This design comes from an exercise in tuning for small area and a short achievable clock period on the open sky130 flow, not from production work. Function was not checked in any run shown here: the RTL went through the layout flow alone. Power figures rest on the tool's default switching activity, not on a simulated workload.

<file path="config.mk">
export PLATFORM = sky130hd
export DESIGN_NAME = compressor_unit
export DESIGN_NICKNAME = compressor_unit
export VERILOG_FILES = /design/flow/design.v
export SDC_FILE = /design/flow/constraint.sdc
export NUM_CORES = 8
export LEC_CHECK = 0
export CAP_MARGIN = 20
export CORE_MARGIN = 2
export CORE_UTILIZATION = 40
export SLEW_MARGIN = 20
export SYNTH_HIERARCHICAL = 1
</file>
<file path="constraint.sdc">
create_clock -name core_clock -period 12.0 [get_ports {clock}]
set_input_delay 2.4000 -clock core_clock [delete_from_list [all_inputs] [get_ports {clock}]]
set_output_delay 2.4000 -clock core_clock [all_outputs]
set_load 0.01 [all_outputs]
</file>
<file path="design.v">
package cc_pkg;
    localparam int LINE_W     = 256;
    localparam int LINE_BYTES = LINE_W / 8;
    typedef logic [LINE_W-1:0] line_t;
    typedef enum logic [3:0] {
        ENC_ZEROS  = 4'd0,
        ENC_REP8   = 4'd1,
        ENC_B8D1   = 4'd2,
        ENC_B4D1   = 4'd3,
        ENC_B8D2   = 4'd4,
        ENC_B2D1   = 4'd5,
        ENC_B4D2   = 4'd6,
        ENC_B8D4   = 4'd7,
        ENC_UNCOMP = 4'd15
    } enc_e;
    localparam int B8D1_X = 8, B8D1_K = 1;
    localparam int B4D1_X = 4, B4D1_K = 1;
    localparam int B8D2_X = 8, B8D2_K = 2;
    localparam int B2D1_X = 2, B2D1_K = 1;
    localparam int B4D2_X = 4, B4D2_K = 2;
    localparam int B8D4_X = 8, B8D4_K = 4;
    localparam int B8D1_BITS = 96;
    localparam int B4D1_BITS = 96;
    localparam int B8D2_BITS = 128;
    localparam int B2D1_BITS = 144;
    localparam int B4D2_BITS = 160;
    localparam int B8D4_BITS = 192;
endpackage
import cc_pkg::*;
module bdi_sub #(
    parameter int N = 32
) (
    input  logic [N-1:0] a,
    input  logic [N-1:0] b,
    output logic [N-1:0] s,
    output logic [N:0]   c,
    output logic [N-1:0] p,
    output logic [N-1:0] g
);
    localparam int LV = (N <= 2) ? 1 : (N <= 4) ? 2 : (N <= 8) ? 3 : (N <= 16) ? 4 : (N <= 32) ? 5 : 6;
    logic [LV:0][N-1:0] gg, pp;
    assign p = ~(a ^ b);
    assign g = a & ~b;
    assign gg[0][0] = a[0] | ~b[0];
    assign pp[0][0] = 1'b0;
    for (genvar j = 1; j < N; j++) begin : g_init
        assign gg[0][j] = g[j];
        assign pp[0][j] = p[j];
    end
    for (genvar l = 0; l < LV; l++) begin : g_lvl
        for (genvar j = 0; j < N; j++) begin : g_bit
            if (((j >> l) & 1) == 1) begin : g_cmb
                localparam int K = ((j >> l) << l) - 1;
                assign gg[l+1][j] = gg[l][j] | (pp[l][j] & gg[l][K]);
                assign pp[l+1][j] = pp[l][j] & pp[l][K];
            end else begin : g_pass
                assign gg[l+1][j] = gg[l][j];
                assign pp[l+1][j] = pp[l][j];
            end
        end
    end
    assign c[0] = 1'b1;
    for (genvar j = 0; j < N; j++) begin : g_out
        assign c[j+1] = gg[LV][j];
        assign s[j]   = p[j] ^ c[j];
    end
endmodule
module bdi_sub_s #(
    parameter int N = 32
) (
    input  logic [N-1:0] a,
    input  logic [N-1:0] b,
    output logic [N-1:0] s,
    output logic         ctop       
);
    logic [N:0]   c;
    logic [N-1:0] p, g;
    localparam int LV = (N <= 2) ? 1 : (N <= 4) ? 2 : (N <= 8) ? 3 : (N <= 16) ? 4 : (N <= 32) ? 5 : 6;
    logic [LV:0][N-1:0] gg, pp;
    assign p = ~(a ^ b);
    assign g = a & ~b;
    assign gg[0][0] = a[0] | ~b[0];
    assign pp[0][0] = 1'b0;
    for (genvar j = 1; j < N; j++) begin : g_init
        assign gg[0][j] = g[j];
        assign pp[0][j] = p[j];
    end
    for (genvar l = 0; l < LV; l++) begin : g_lvl
        for (genvar j = 0; j < N; j++) begin : g_bit
            if (((j >> l) & 1) == 1) begin : g_cmb
                localparam int K = ((j >> l) << l) - 1;
                assign gg[l+1][j] = gg[l][j] | (pp[l][j] & gg[l][K]);
                assign pp[l+1][j] = pp[l][j] & pp[l][K];
            end else begin : g_pass
                assign gg[l+1][j] = gg[l][j];
                assign pp[l+1][j] = pp[l][j];
            end
        end
    end
    assign c[0] = 1'b1;
    for (genvar j = 0; j < N; j++) begin : g_out
        assign c[j+1] = gg[LV][j];
        assign s[j]   = p[j] ^ c[j];
    end
    assign ctop = c[N-1];
endmodule
module bdi_same #(
    parameter int L = 7,
    parameter int H = 15
) (
    input  logic [H:L] p,
    input  logic [H:L] g,
    output logic       zall,
    output logic       oall
);
    logic [H-1:L] zt, ot;
    for (genvar j = L; j < H; j++) begin : g_t
        assign zt[j] = ~(p[j+1] ^ (g[j] | p[j]));
        assign ot[j] = p[j+1] ^ g[j];
    end
    assign zall = &zt;
    assign oall = &ot;
endmodule
module bdi_step #(
    parameter int N   = 32,
    parameter bit INC = 1
) (
    input  logic [N-1:0] x,
    input  logic         en,
    output logic [N-1:0] y
);
    localparam int LV = (N <= 2) ? 1 : (N <= 4) ? 2 : (N <= 8) ? 3 : (N <= 16) ? 4 : (N <= 32) ? 5 : 6;
    logic [N-1:0] t;
    logic [LV:0][N-1:0] pa;
    assign t = INC ? x : ~x;
    assign pa[0] = t;
    for (genvar l = 0; l < LV; l++) begin : g_lvl
        for (genvar j = 0; j < N; j++) begin : g_bit
            if (((j >> l) & 1) == 1) begin : g_cmb
                assign pa[l+1][j] = pa[l][j] & pa[l][((j >> l) << l) - 1];
            end else begin : g_pass
                assign pa[l+1][j] = pa[l][j];
            end
        end
    end
    assign y[0] = x[0] ^ en;
    for (genvar j = 1; j < N; j++) begin : g_b
        assign y[j] = x[j] ^ (en & pa[LV][j-1]);
    end
endmodule
module bdi_hi_eq #(
    parameter int N = 32
) (
    input  logic [N-1:0] e_hi,
    input  logic [N-1:0] c0,
    input  logic [N-1:0] c1,
    output logic         eq0,
    output logic         eq1
);
    assign eq0 = (e_hi == c0);
    assign eq1 = (e_hi == c1);
endmodule
module bdi_front (
    input  logic [255:0] line,
    output logic [7:0]   fit,       
    output logic [95:0]  d8,        
    output logic [63:0]  d4,        
    output logic [63:0]  d2         
);
    logic [63:0] b8;
    logic [31:0] b4;
    logic [15:0] b2;
    assign b8 = line[63:0];
    assign b4 = line[31:0];
    assign b2 = line[15:0];
    logic [31:0] k8_0, k8_1;
    logic [15:0] k4_0, k4_1;
    logic [7:0]  k2_0, k2_1;
    bdi_step #(.N(32), .INC(0)) u_k80 (.x(b8[63:32]), .en(~b8[31]), .y(k8_0));
    bdi_step #(.N(32), .INC(1)) u_k81 (.x(b8[63:32]), .en(b8[31]),  .y(k8_1));
    bdi_step #(.N(16), .INC(0)) u_k40 (.x(b4[31:16]), .en(~b4[15]), .y(k4_0));
    bdi_step #(.N(16), .INC(1)) u_k41 (.x(b4[31:16]), .en(b4[15]),  .y(k4_1));
    bdi_step #(.N(8),  .INC(0)) u_k20 (.x(b2[15:8]),  .en(~b2[7]),  .y(k2_0));
    bdi_step #(.N(8),  .INC(1)) u_k21 (.x(b2[15:8]),  .en(b2[7]),   .y(k2_1));
    logic [3:0]  f8d1, f8d2, f8d4;
    logic [7:0]  f4d1, f4d2;
    logic [15:0] f2d1;
    logic [3:1]  z8;       
    assign f8d1[0] = 1'b1; assign f8d2[0] = 1'b1; assign f8d4[0] = 1'b1;
    assign f4d1[0] = 1'b1; assign f4d2[0] = 1'b1; assign f2d1[0] = 1'b1;
    for (genvar i = 1; i < 4; i++) begin : g8
        logic [63:0] e;
        logic [31:0] s, p, g;
        logic [32:0] c;
        logic        brw, hi, s7, s15, eq0, eq1, z7, o7, z15, o15;
        assign e = line[64*i +: 64];
        bdi_sub #(.N(32)) u_sub (.a(e[31:0]), .b(b8[31:0]), .s(s), .c(c), .p(p), .g(g));
        assign brw = ~((e[31] & b8[31]) | ((e[31] ^ b8[31]) & c[31]));
        bdi_hi_eq #(.N(32)) u_hi (.e_hi(e[63:32]), .c0(k8_0), .c1(k8_1), .eq0(eq0), .eq1(eq1));
        assign hi = brw ? eq1 : eq0;
        bdi_same #(.L(15), .H(31)) u_s15 (.p(p[31:15]), .g(g[31:15]), .zall(z15), .oall(o15));
        bdi_same #(.L(7),  .H(15)) u_s7  (.p(p[15:7]),  .g(g[15:7]),  .zall(z7),  .oall(o7));
        assign s15 = (c[15] ~^ p[15]) ? z15 : o15;
        assign s7  = (c[7] ~^ p[7]) ? z7 : o7;
        assign f8d4[i] = hi;
        assign f8d2[i] = hi & s15;
        assign f8d1[i] = hi & s15 & s7;
        assign f4d2[2*i] = s15;
        assign f4d1[2*i] = s15 & s7;
        assign f2d1[4*i] = s7;
        assign z8[i] = hi & (&p);
        assign d8[32*(i-1) +: 32] = s;
    end
    for (genvar i = 1; i < 8; i += 2) begin : g4
        logic [31:0] e;
        logic [15:0] s, p, g;
        logic [16:0] c;
        logic        brw, hi, s7, eq0, eq1, z7, o7;
        assign e = line[32*i +: 32];
        bdi_sub #(.N(16)) u_sub (.a(e[15:0]), .b(b4[15:0]), .s(s), .c(c), .p(p), .g(g));
        assign brw = ~((e[15] & b4[15]) | ((e[15] ^ b4[15]) & c[15]));
        bdi_hi_eq #(.N(16)) u_hi (.e_hi(e[31:16]), .c0(k4_0), .c1(k4_1), .eq0(eq0), .eq1(eq1));
        assign hi = brw ? eq1 : eq0;
        bdi_same #(.L(7), .H(15)) u_s7 (.p(p[15:7]), .g(g[15:7]), .zall(z7), .oall(o7));
        assign s7 = (c[7] ~^ p[7]) ? z7 : o7;
        assign f4d2[i] = hi;
        assign f4d1[i] = hi & s7;
        assign f2d1[2*i] = s7;
        assign d4[16*(i-1)/2 +: 16] = s;
    end
    for (genvar i = 1; i < 16; i += 2) begin : g2
        logic [15:0] e;
        logic [7:0]  s;
        logic        c7, brw, eq0, eq1;
        assign e = line[16*i +: 16];
        bdi_sub_s #(.N(8)) u_sub (.a(e[7:0]), .b(b2[7:0]), .s(s), .ctop(c7));
        assign brw = ~((e[7] & b2[7]) | ((e[7] ^ b2[7]) & c7));
        bdi_hi_eq #(.N(8)) u_hi (.e_hi(e[15:8]), .c0(k2_0), .c1(k2_1), .eq0(eq0), .eq1(eq1));
        assign f2d1[i] = brw ? eq1 : eq0;
        assign d2[8*(i-1)/2 +: 8] = s;
    end
    logic fit8d1, fit8d2, fit8d4, fit4d1, fit4d2, fit2d1, is_rep8, is_zero;
    assign fit8d1  = &f8d1;
    assign fit8d2  = &f8d2;
    assign fit8d4  = &f8d4;
    assign fit4d1  = &f4d1;
    assign fit4d2  = &f4d2;
    assign fit2d1  = &f2d1;
    assign is_rep8 = &z8;
    assign is_zero = is_rep8 & ~(|b8);
    assign fit = {is_zero, is_rep8, fit8d1, fit4d1, fit8d2, fit2d1, fit4d2, fit8d4};
endmodule
module bdi_decide (
    input  logic [7:0] nfit,      
    output logic [3:0] enc,
    output logic [8:0] sel        
);
    logic is_zero, is_rep8, fit8d1, fit4d1, fit8d2, fit2d1, fit4d2, fit8d4;
    assign {is_zero, is_rep8, fit8d1, fit4d1, fit8d2, fit2d1, fit4d2, fit8d4} = ~nfit;
    logic s_rep8, s_8d1, s_4d1, s_8d2, s_2d1, s_4d2, s_8d4, s_unc;
    assign s_rep8 = is_rep8 & ~is_zero;
    assign s_8d1  = fit8d1 & ~is_rep8;
    assign s_4d1  = fit4d1 & ~fit8d1;
    assign s_8d2  = fit8d2 & ~fit8d1 & ~fit4d1;
    assign s_2d1  = fit2d1 & ~fit8d2 & ~fit4d1;
    assign s_4d2  = fit4d2 & ~fit4d1 & ~fit8d2 & ~fit2d1;
    assign s_8d4  = fit8d4 & ~fit4d2 & ~fit8d2 & ~fit2d1;
    assign s_unc  = ~fit8d4 & ~fit4d2 & ~fit2d1;
    assign enc[0] = s_rep8 | s_4d1 | s_2d1 | s_8d4 | s_unc;
    assign enc[1] = s_8d1 | s_4d1 | s_4d2 | s_8d4 | s_unc;
    assign enc[2] = s_8d2 | s_2d1 | s_4d2 | s_8d4 | s_unc;
    assign enc[3] = s_unc;
    assign sel = {s_2d1, s_4d1, s_4d2, s_8d1, s_8d2, s_8d4,
                  s_unc,
                  ~(s_4d1 | s_4d2 | s_2d1),
                  ~s_2d1};
endmodule
module bdi_payload (
    input  logic [255:0] line,
    input  logic [3:0][8:0] sel,    
    input  logic [95:0]  d8,
    input  logic [63:0]  d4,
    input  logic [63:0]  d2,
    output logic [255:0] payload
);
    logic [3:0] s_8d4, s_8d2, s_8d1, s_4d2, s_4d1, s_2d1, k_hi, k_mid, k_lo;
    for (genvar q = 0; q < 4; q++) begin : g_q
        assign {s_2d1[q], s_4d1[q], s_4d2[q], s_8d1[q], s_8d2[q], s_8d4[q], k_hi[q], k_mid[q], k_lo[q]} = sel[q];
    end
    logic [3:0][31:0]  e8;
    logic [7:0][15:0]  e4;
    logic [15:0][7:0]  e2;
    assign e8[0] = '0;
    for (genvar i = 1; i < 4; i++) begin : g8
        assign e8[i] = d8[32*(i-1) +: 32];
    end
    assign e4[0] = '0;
    for (genvar i = 1; i < 8; i++) begin : g4
        if (i % 2 == 1) begin : g_odd
            assign e4[i] = d4[16*(i-1)/2 +: 16];
        end else begin : g_even
            assign e4[i] = e8[i/2][15:0];
        end
    end
    assign e2[0] = '0;
    for (genvar i = 1; i < 16; i++) begin : g2
        if (i % 2 == 1) begin : g_odd
            assign e2[i] = d2[8*(i-1)/2 +: 8];
        end else begin : g_even
            assign e2[i] = e4[i/2][7:0];
        end
    end
    logic [255:0] p8d1, p8d2, p8d4, p4d1, p4d2, p2d1;
    always_comb begin
        p8d1 = '0; p8d2 = '0; p8d4 = '0; p4d1 = '0; p4d2 = '0; p2d1 = '0;
        for (int i = 0; i < 4; i++) begin
            p8d1[64 + 8*i  +: 8]  = e8[i][7:0];
            p8d2[64 + 16*i +: 16] = e8[i][15:0];
            p8d4[64 + 32*i +: 32] = e8[i];
        end
        for (int i = 0; i < 8; i++) begin
            p4d1[32 + 8*i  +: 8]  = e4[i][7:0];
            p4d2[32 + 16*i +: 16] = e4[i];
        end
        for (int i = 0; i < 16; i++) begin
            p2d1[16 + 8*i +: 8] = e2[i];
        end
    end
    for (genvar j = 0; j < 256; j++) begin : g_bit
        logic keep;
        if (j < 16) begin : g_a
            assign keep = 1'b1;
        end else if (j < 32) begin : g_b
            assign keep = k_lo[j/64];
        end else if (j < 64) begin : g_c
            assign keep = k_mid[j/64];
        end else begin : g_d
            assign keep = k_hi[j/64];
        end
        localparam int Q = j / 64;
        assign payload[j] = (keep & line[j])
                          | (s_8d1[Q] & p8d1[j]) | (s_8d2[Q] & p8d2[j]) | (s_8d4[Q] & p8d4[j])
                          | (s_4d1[Q] & p4d1[j]) | (s_4d2[Q] & p4d2[j]) | (s_2d1[Q] & p2d1[j]);
    end
endmodule
module bdi_fitreg (
    input  logic       clock,
    input  logic       reset_n,
    input  logic [7:0] fit,
    output logic [7:0] nfit
);
    always_ff @(posedge clock or negedge reset_n) begin
        if (!reset_n) nfit <= '0;
        else          nfit <= ~fit;
    end
endmodule
import cc_pkg::*;
module compressor_unit
(
    input  logic              clock,
    input  logic              reset_n,
    input  logic [LINE_W-1:0] UnCompressedCache,
    output logic [LINE_W-1:0] CompressedCache,
    output logic [3:0]        Encoding,
    output logic [LINE_W-1:0] DeCompressedCache
);
    logic [7:0]    w_fit;
    logic [3:0][7:0] r_nfit;    
    logic [3:0][3:0] w_enc;
    logic [3:0][8:0] w_sel;
    logic [95:0]   w_d8;
    logic [63:0]   w_d4;
    logic [63:0]   w_d2;
    cc_pkg::line_t r_line;
    logic [95:0]   r_d8;
    logic [63:0]   r_d4;
    logic [63:0]   r_d2;
    cc_pkg::line_t r_decomp;
    bdi_front u_front (
        .line (UnCompressedCache),
        .fit  (w_fit),
        .d8   (w_d8),
        .d4   (w_d4),
        .d2   (w_d2)
    );
    always_ff @(posedge clock or negedge reset_n) begin
        if (!reset_n) begin
            r_line   <= '0;
            r_decomp <= '0;
        end else begin
            r_line   <= UnCompressedCache;
            r_decomp <= r_line;
        end
    end
    always_ff @(posedge clock) begin
        r_d8 <= w_d8;
        r_d4 <= w_d4;
        r_d2 <= w_d2;
    end
    for (genvar q = 0; q < 4; q++) begin : g_q
        bdi_fitreg u_fitreg (
            .clock   (clock),
            .reset_n (reset_n),
            .fit     (w_fit),
            .nfit    (r_nfit[q])
        );
        bdi_decide u_decide (
            .nfit (r_nfit[q]),
            .enc  (w_enc[q]),
            .sel  (w_sel[q])
        );
    end
    bdi_payload u_payload (
        .line    (r_line),
        .sel     (w_sel),
        .d8      (r_d8),
        .d4      (r_d4),
        .d2      (r_d2),
        .payload (CompressedCache)
    );
    assign Encoding          = w_enc[0];
    assign DeCompressedCache = r_decomp;
endmodule
</file>
<file path="flow/run.sh">
#!/bin/bash
# Layout flow: the standard synthesis and ORFS layout, with these changes to
# how the layout is made:
#  - the clock tree gets no dummy balancing loads;
#  - ports are buffered with buf_2 instead of the delay cell buffer_ports picks,
#    and the round-trip outputs (a full cycle of slack) with buf_1;
#  - timing repair may change a cell's footprint and aims for a setup margin,
#    so the design is pushed below the clock period it must meet.
# Each step's full output goes to its own log in this folder (and ORFS keeps
# its per-stage logs under orfs/logs).
set -euo pipefail
MARGIN=${MARGIN:-6.8}
bash standard.sh synth > log_synth.txt 2>&1
export BUFFER_PORTS_ARGS="-buffer_cell sky130_fd_sc_hd__buf_2"
export POST_GLOBAL_PLACE_TCL="$PWD/flow/dcbuf.tcl"
# clock tree without the dummy loads CTS adds for balancing
export CTS_ARGS="-sink_clustering_enable -repair_clock_nets -dont_use_dummy_load -sink_clustering_size 16 -sink_clustering_max_diameter 60 -buf_list {sky130_fd_sc_hd__clkbuf_8} -root_buf sky130_fd_sc_hd__clkbuf_16"
for step in floorplan place cts route finish; do
  bash standard.sh MATCH_CELL_FOOTPRINT=0 SETUP_SLACK_MARGIN=$MARGIN $step > log_$step.txt 2>&1
done
test -s out/final.def
</file>
<file path="flow/dcbuf.tcl">
# The round-trip outputs have a full cycle of slack: give their port buffers
# the smallest buffer.
set n 0
foreach bterm [[ord::get_db_block] getBTerms] {
  if { ![string match "DeCompressedCache*" [$bterm getName]] } { continue }
  set net [$bterm getNet]
  foreach iterm [$net getITerms] {
    set inst [$iterm getInst]
    if { [[$inst getMaster] getName] == "sky130_fd_sc_hd__buf_2" } {
      replace_cell [$inst getName] sky130_fd_sc_hd__buf_1
      incr n
    }
  }
}
puts "round-trip port buffers downsized: $n"
</file>
<file path="standard.sh">
#!/bin/bash
# synth_recipe.tcl (not shown) runs the flow's synth.tcl, then flattens the netlist and writes it again
# the make line also repeats each setting of config.mk as NAME=value (left out here)
make -C /OpenROAD-flow-scripts/flow DESIGN_CONFIG=/design/flow/config.mk WORK_HOME=/design/flow/orfs CLKGATE_MAP_FILE= SYNTH_SCRIPT=/design/flow/synth_recipe.tcl "${@:-finish}"
</file>
==> results.json, run 1 <==
{
  "outcome": "timing/DRC/antenna clean",
  "number_of_placed_instances_with_taps_included": 6041,
  "synthCells": 3954,
  "combinationalPowerShare_pct": 25.2,
  "worstPathArrival_ps": 6130,
  "post_route_cells_drive_above_1_share_pct": 21.28,
  "p_sw_share_pct": 34.85,
  "grt_pass1_wl_mm": 275.2,
  "slew_headroom_pct": 30.29,
  "vias": 36500,
  "slew_at_the_pin_with_the_worst_max_slew_slack_ps": 1043,
  "netSwitchingPower_mw": 2.146,
  "detailedPlace.worstSlack_ps": 5025,
  "postLayoutSetupSlackWorst_ps": 6379,
  "power.density_nw_per_um2": 122.8,
  "timing_worst_setup_path_type": "in -> reg",
  "cap_viol_max_count": 0,
  "layout.cells.non_filler": 6213,
  "avgViaCountPerCell": 5.875,
  "postPlaceCellArea_sq_um": 47140,
  "leakage_nw": 22.50,
  "syn-cell-area_sq_um": 42110,
  "grt_max_degree": 167,
  "hold_path_class": "reg -> reg",
  "grt_antenna_before_repair": 39,
  "route.antenna.remaining_nets": 0,
  "post-route-period-util_pct": 46.84,
  "fmax_ghz": 0.1779,
  "cts_num_sinks": 759,
  "p_clk_share_pct": 25.0,
  "min_period_ps": 5621,
  "final_design_area_no_fill_sq_um": 50140,
  "dieHeight_microns": 328.4,
  "ctsHtreeMaxLevel": 3,
  "report.power.total_mw": 6.157,
  "rows": 119,
  "tritoncts_clock_tree": "done",
  "design.portCount": 774,
  "final-max-slew-violation-count": 0,
  "dp_hpwl_mm": 153.1,
  "endpoint_kind": "flop",
  "ctsHoldBuffers": 0,
  "start_util_pct": 40.17,
  "yosysWarnings": 9,
  "first_global_vias": 35260,
  "cts-root-to-sink-buffers": 3,
  "setup-tns-final_ps": 0,
  "final-hold-violation-count": 0,
  "vdd_ir_drop_max_uv": 86.01,
  "wl_per_cell_microns": 32.97,
  "finClkSkew_ps": 75.79,
  "synth.avg_cell_area_sq_um": 10.65,
  "drt-total-wl_mm": 204.8,
  "grt_remaining_overflow": 0,
  "setup-violations-final": 0,
  "internal_power_mw": 4.012,
  "overall_fraction_of_global_route_tracks_in_use_pct": 36.67,
  "design.final.nets": 5353,
  "remaining_drcs": 0,
  "design.core.area_sq_um": 104800,
  "drt-initial-drc-count": 4759,
  "portBuffers": 773,
  "setup.worst_path.start_class": "input pin",
  "detail_route.first_pass.iterations": 9,
  "die-width_microns": 328.4,
  "cts_made_buffers": 78,
  "ctsRootBufferMaster": "clkbuf_16",
  "flow.area_growth_from_synthesis_pct": 19.08,
  "share_seq_of_total_power_pct": 49.8,
  "worst_skew_pair.late_latency_ps": 640,
  "worst_setup_hold_path_clk_slew_ps": 100,
  "rsz0062_at_grt": "yes",
  "setup.reg_to_reg.worst_slack_ps": 11130,
  "synthesis.nets": 4492,
  "critical_path_required_time_ps": 12510,
  "worstPathMaxFanout": 8,
  "die-area_sq_um": 107900
}
sequential cells by signal, summed over array words and instances (netlist names):
name,count
r_line,256
r_d4,64
r_decomp,256
g_q.u_fitreg.nfit,23
r_d8,96
r_d2,64
stage by stage:
stage                     util, %  hold slack [ps]
after detailed placement    44.97            352.3
after global placement      45.28            349.4
after floorplan                 -            346.1
after global routing        47.81            348.1
final                       47.83            333.1
after CTS                   46.92            339.0
per-layer routing:
metal	global-route usage (%)	up-vias	share of wire [%]
li1	-	15530	-
met1	46.03	18160	38
met2	56.98	2194	44
met3	9.540	603	10
met4	21.50	20	7.2
met5	0	-	0.086
final cells by class:
class                           count  area [sq um]
Fill cell                       10080         54680
Multi-Input combinational cell   2697         22880
Sequential cell                   759         17870
Timing Repair Buffer              899          5005
Tap cell                         1391          1740
Inverter                          380          1441
Clock buffer                       78          1175
Antenna cell                        9         22.52
worst paths after layout:
check,cells past startpoint,start,to
min in group asynchronous,1,reset_n,r_decomp[201]$_DFF_PN0_
worst max-delay path,14,UnCompressedCache[40],g_q[0].u_fitreg.nfit[5]$_DFF_PN0_
worst max register to register,0,r_line[98]$_DFF_PN0_,r_decomp[98]$_DFF_PN0_
worst min-delay path,0,r_line[242]$_DFF_PN0_,r_decomp[242]$_DFF_PN0_
max in group asynchronous,3,reset_n,r_decomp[237]$_DFF_PN0_
worst min register to register,0,r_line[242]$_DFF_PN0_,r_decomp[242]$_DFF_PN0_
critical path, cell delays in order:
cell,delay [ps]
buf_12,100
or4_4,530
or4b_4,580
buf_12,190
nor4_4,250
xor2_2,280
xor2_1,130
nor4_2,350
nand4_1,240
nor2_2,230
mux2i_1,90
or3_4,480
nor3_4,230
inv_2,40
cell usage in the layout, fill, tap and decap left out, drive strengths merged, types with 12 or more instances in the layout:
cell,instances
o21a,52
clkbuf,85
nand4,166
nor2,119
xor2,486
a222oi,64
o21ai,95
or3,15
o211ai,36
mux2i,25
fa,55
ha,225
nand3,58
o41ai,12
nor4,121
and2,81
a22o,48
nand2,158
xnor2,342
dfrtp,535
nor3,64
dfxtp,224
o22ai,27
a22oi,132
a21o,85
buf,892
a21oi,75
inv,377
power groups by stage:
stage	Clock, mW	Combinational [mW]	Sequential (mW)
2_1_floorplan	0	0.818	2.95
3_3_place_gp	0	1.45	3.10
3_5_place_dp	0	1.45	3.10
4_1_cts	1.56	1.48	3.05
5_1_grt	1.66	1.65	3.06
6_report	1.54	1.55	3.07
repair_timing:
item | CTS | global route
buffers inserted | 40 | 41
pin swaps | 26 | 55
setup endpoints to repair | 63 | 27
gates cloned | 1 | 3
gates resized for setup | 144 | 132
==> inputs of run 2 (changes only) <==
--- a/design.v
+++ b/design.v
@@ -162,2 +162,24 @@
 endmodule
+module bdi_hi_near #(
+    parameter int N = 32
+) (
+    input  logic [N-1:0] e_hi,
+    input  logic [N-1:0] b_hi,
+    output logic         x0,
+    output logic         zt,
+    output logic         ztp
+);
+    logic [N-1:0] x, y, yp;
+    logic [N-1:1] t, tp;
+    assign x  = ~(e_hi ^ b_hi);
+    assign y  = e_hi | ~b_hi;
+    assign yp = b_hi | ~e_hi;
+    for (genvar j = 1; j < N; j++) begin : g_t
+        assign t[j]  = ~(x[j] ^ y[j-1]);
+        assign tp[j] = ~(x[j] ^ yp[j-1]);
+    end
+    assign x0  = x[0];
+    assign zt  = &t;
+    assign ztp = &tp;
+endmodule
 module bdi_front (
@@ -176,3 +198,2 @@
     logic [31:0] k8_0, k8_1;
-    logic [15:0] k4_0, k4_1;
     logic [7:0]  k2_0, k2_1;
@@ -180,4 +201,2 @@
     bdi_step #(.N(32), .INC(1)) u_k81 (.x(b8[63:32]), .en(b8[31]),  .y(k8_1));
-    bdi_step #(.N(16), .INC(0)) u_k40 (.x(b4[31:16]), .en(~b4[15]), .y(k4_0));
-    bdi_step #(.N(16), .INC(1)) u_k41 (.x(b4[31:16]), .en(b4[15]),  .y(k4_1));
     bdi_step #(.N(8),  .INC(0)) u_k20 (.x(b2[15:8]),  .en(~b2[7]),  .y(k2_0));
@@ -217,3 +236,3 @@
         logic [16:0] c;
-        logic        brw, hi, s7, eq0, eq1, z7, o7;
+        logic        brw, hi, s7, x0, zt, ztp, z7, o7;
         assign e = line[32*i +: 32];
@@ -221,4 +240,4 @@
         assign brw = ~((e[15] & b4[15]) | ((e[15] ^ b4[15]) & c[15]));
-        bdi_hi_eq #(.N(16)) u_hi (.e_hi(e[31:16]), .c0(k4_0), .c1(k4_1), .eq0(eq0), .eq1(eq1));
-        assign hi = brw ? eq1 : eq0;
+        bdi_hi_near #(.N(16)) u_hi (.e_hi(e[31:16]), .b_hi(b4[31:16]), .x0(x0), .zt(zt), .ztp(ztp));
+        assign hi = (brw ^ b4[15]) ? (x0 & zt) : (b4[15] ? (~x0 & zt) : (~x0 & ztp));
         bdi_same #(.L(7), .H(15)) u_s7 (.p(p[15:7]), .g(g[15:7]), .zall(z7), .oall(o7));
==> run 2 against run 1 <==
- still clean
- synthesized cell count grew 5.4%
- clock skew shrank 28 ps
- via count grew 3.2%
- non-clock buffer count shrank 15
- sequential power is essentially flat
- largest cell class unchanged
- highest routed layer unchanged
==> results.json, run 2 <==
{
  "cap_viol_max_count": 0,
  "post_route_cells_drive_above_1_share_pct": 19.90,
  "synth.avg_cell_area_sq_um": 10.52,
  "tritoncts_clock_tree": "done",
  "grt_max_degree": 148,
  "power.density_nw_per_um2": 119.9,
  "cts_made_buffers": 78,
  "design.core.area_sq_um": 108900,
  "sequential_cell_area_sq_um": 17870,
  "overall_fraction_of_global_route_tracks_in_use_pct": 35.78,
  "most_frequent_standard_cell_in_the_layout_excluding_fill_and_tap_cells": "xor2_1",
  "vdd_ir_drop_max_uv": 88.07,
  "syn-cell-area_sq_um": 43860,
  "wl_per_cell_microns": 32.25,
  "setup-tns-final_ps": 0,
  "worstPathArrival_ps": 5900,
  "synthCells": 4169,
  "critical_path_required_time_ps": 12520,
  "detailedPlace.worstSlack_ps": 5016,
  "fmax_ghz": 0.1861,
  "cp_cell_instances": "buf_2 > buf_4 > inv_1 > ha_1 > xor2_1 > nand4_1 > nor4_1 > mux2i_1 > or3_4 > nor4_4 > and2_4 > inv_2",
  "dp_hpwl_mm": 155.0,
  "drt-initial-drc-count": 4459,
  "avgViaCountPerCell": 5.856,
  "layout.cells.most_common_list": "xor2_1 (572), dfrtp_1 (535), buf_2 (496)",
  "detail_route.first_pass.iterations": 10,
  "design.final.nets": 5674,
  "remaining_drcs": 0,
  "grt_pass1_wl_mm": 279.8,
  "rsz0062_at_grt": "yes",
  "vias": 37670,
  "ctsHoldBuffers": 0,
  "drt-total-wl_mm": 207.5,
  "endpoint_kind": "flop",
  "flow.area_growth_from_synthesis_pct": 17.90,
  "cts_num_sinks": 759,
  "hold-worst-slack_ps": 344.6,
  "final-hold-violation-count": 0,
  "dieHeight_microns": 335.1,
  "crit_path_max_delay_cell_type": "ha_1",
  "start_util_pct": 40.30,
  "slew_at_the_pin_with_the_worst_max_slew_slack_ps": 1106,
  "route.antenna.remaining_nets": 0,
  "critical_path_max_stage_delay_ps": 620,
  "die-width_microns": 335.1,
  "portBuffers": 773,
  "outcome": "timing/DRC/antenna clean",
  "multiInputGateArea_sq_um": 24180,
  "leakage_nw": 24.27,
  "synthesis.nets": 4825,
  "n_fill_cell": 10390,
  "worstPathMaxFanout": 15,
  "postLayoutSetupSlackWorst_ps": 6626,
  "grt_remaining_overflow": 0,
  "timing_worst_setup_path_type": "in -> reg",
  "ctsRootBufferMaster": "clkbuf_16",
  "worst_setup_hold_path_clk_slew_ps": 90,
  "final_core_utilization_pct": 47.51,
  "rows": 121,
  "setup.worst_path.start_class": "input pin",
  "worst_skew_pair.late_latency_ps": 640,
  "slew_headroom_pct": 25.57,
  "setup-violations-final": 0,
  "first_global_vias": 35900,
  "final-max-slew-violation-count": 0,
  "min_period_ps": 5374,
  "die-area_sq_um": 112300,
  "hold_path_class": "reg -> reg",
  "yosysWarnings": 9,
  "cts-root-to-sink-buffers": 3,
  "layout_top_registers": "r_decomp x256, r_line x256, r_d8 x96",
  "design.portCount": 774,
  "post-route-period-util_pct": 44.79,
  "grt_antenna_before_repair": 51,
  "finClkSkew_ps": 47.67,
  "ctsHtreeMaxLevel": 3
}
-- run 2: report_power, final --
part | internal (mW) | switching (mW)
Sequential | 2.79 | 0.257
Clock | 0.648 | 0.900
Combinational | 0.594 | 1.01
Total | 4.03 | 2.17
-- run 2: stage by stage --
step	power, mW	std cells	area (sq um)
after detailed placement	4.593	6286	48920
after global routing	6.428	6431	51710
after CTS	6.162	6398	51060
final	6.200	6433	51710
after floorplan	3.813	4169	43960
after global placement	4.596	6286	49240
-- run 2: worst paths after layout --
path | start | end | slack (ps) | cells after the start
setup reg to reg | r_line[100]$_DFF_PN0_ | r_decomp[100]$_DFF_PN0_ | 11260 | 0
max in group asynchronous | reset_n | r_line[242]$_DFF_PN0_ | 7770 | 3
hold / removal | r_line[135]$_DFF_PN0_ | r_decomp[135]$_DFF_PN0_ | 340 | 0
hold reg to reg | r_line[135]$_DFF_PN0_ | r_decomp[135]$_DFF_PN0_ | 340 | 0
setup / recovery | UnCompressedCache[30] | g_q[0].u_fitreg.nfit[5]$_DFF_PN0_ | 6630 | 12
min in group asynchronous | reset_n | r_decomp[204]$_DFF_PN0_ | 1820 | 1
-- run 2: what timing repair did --
item                                    in CTS  in global routing
resized for setup                          175                 72
hold endpoints to repair                     0                  0
endpoints found under the setup margin      96                 31
buffers inserted                            32                 30
cloned                                       2                  2
pin swaps                                   26                 24
-- run 2: layout make-up --
class	count	area share [%]
antenna	3	0.01452
clock buffer	78	2.272
inverter	495	3.661
multi-input combinational	2800	46.76
sequential	759	34.56
tap	1414	3.421
timing repair buffer	884	9.308
-- run 2: worst max-delay path: cells and delay by family --
family,cells,cell delay [ps]
buffers and inverters,4,610
xor gates and xnor gates,1,220
muxes,1,300
and+or+nand+nor,5,1710
adders and majority gates,1,620
-- run 2: routing by layer --
metal  global-route usage (%)  routed length [microns]
met3                    8.824                    21750
met4                    17.97                    12110
met2                    56.20                    92350
met5                        0                      194
met1                    45.82                    81070

## re-timing with driven ports
No port has a modelled driver above. Below, the same layouts with a new extraction and two added sets of constraints.
Step 1: set_driving_cell puts a clkbuf_16 on clock and a buf_2 on each other input, an assumption about the parent block.
Step 2 adds t to the input delays and takes it off the output delays; t is the mean of the earliest and latest rising clock arrival at the registers after step 1. Input paths then give back, and output paths get back, about the clock's delay inside the block.
Slacks: ideal / step 1 / step 2; pairs: ideal / step 1.
run | t (ns) | slack for setup (ns) | worst setup path at the end | latest minus earliest clock arrival (ns) | worst data-port slew with drivers (ns)
run 1 | 0.685 | 6.379 / 6.398 / 5.713 | input to register | 0.091 / 0.092 | 0.17
run 2 | 0.694 | 6.626 / 6.626 / 5.989 | input to register | 0.079 / 0.079 | 0.16
After both steps setup and hold are still met in every run listed. The setup slack of run 1, which loses most, moves by +0.019 ns with the drivers and by -0.666 ns with both steps.
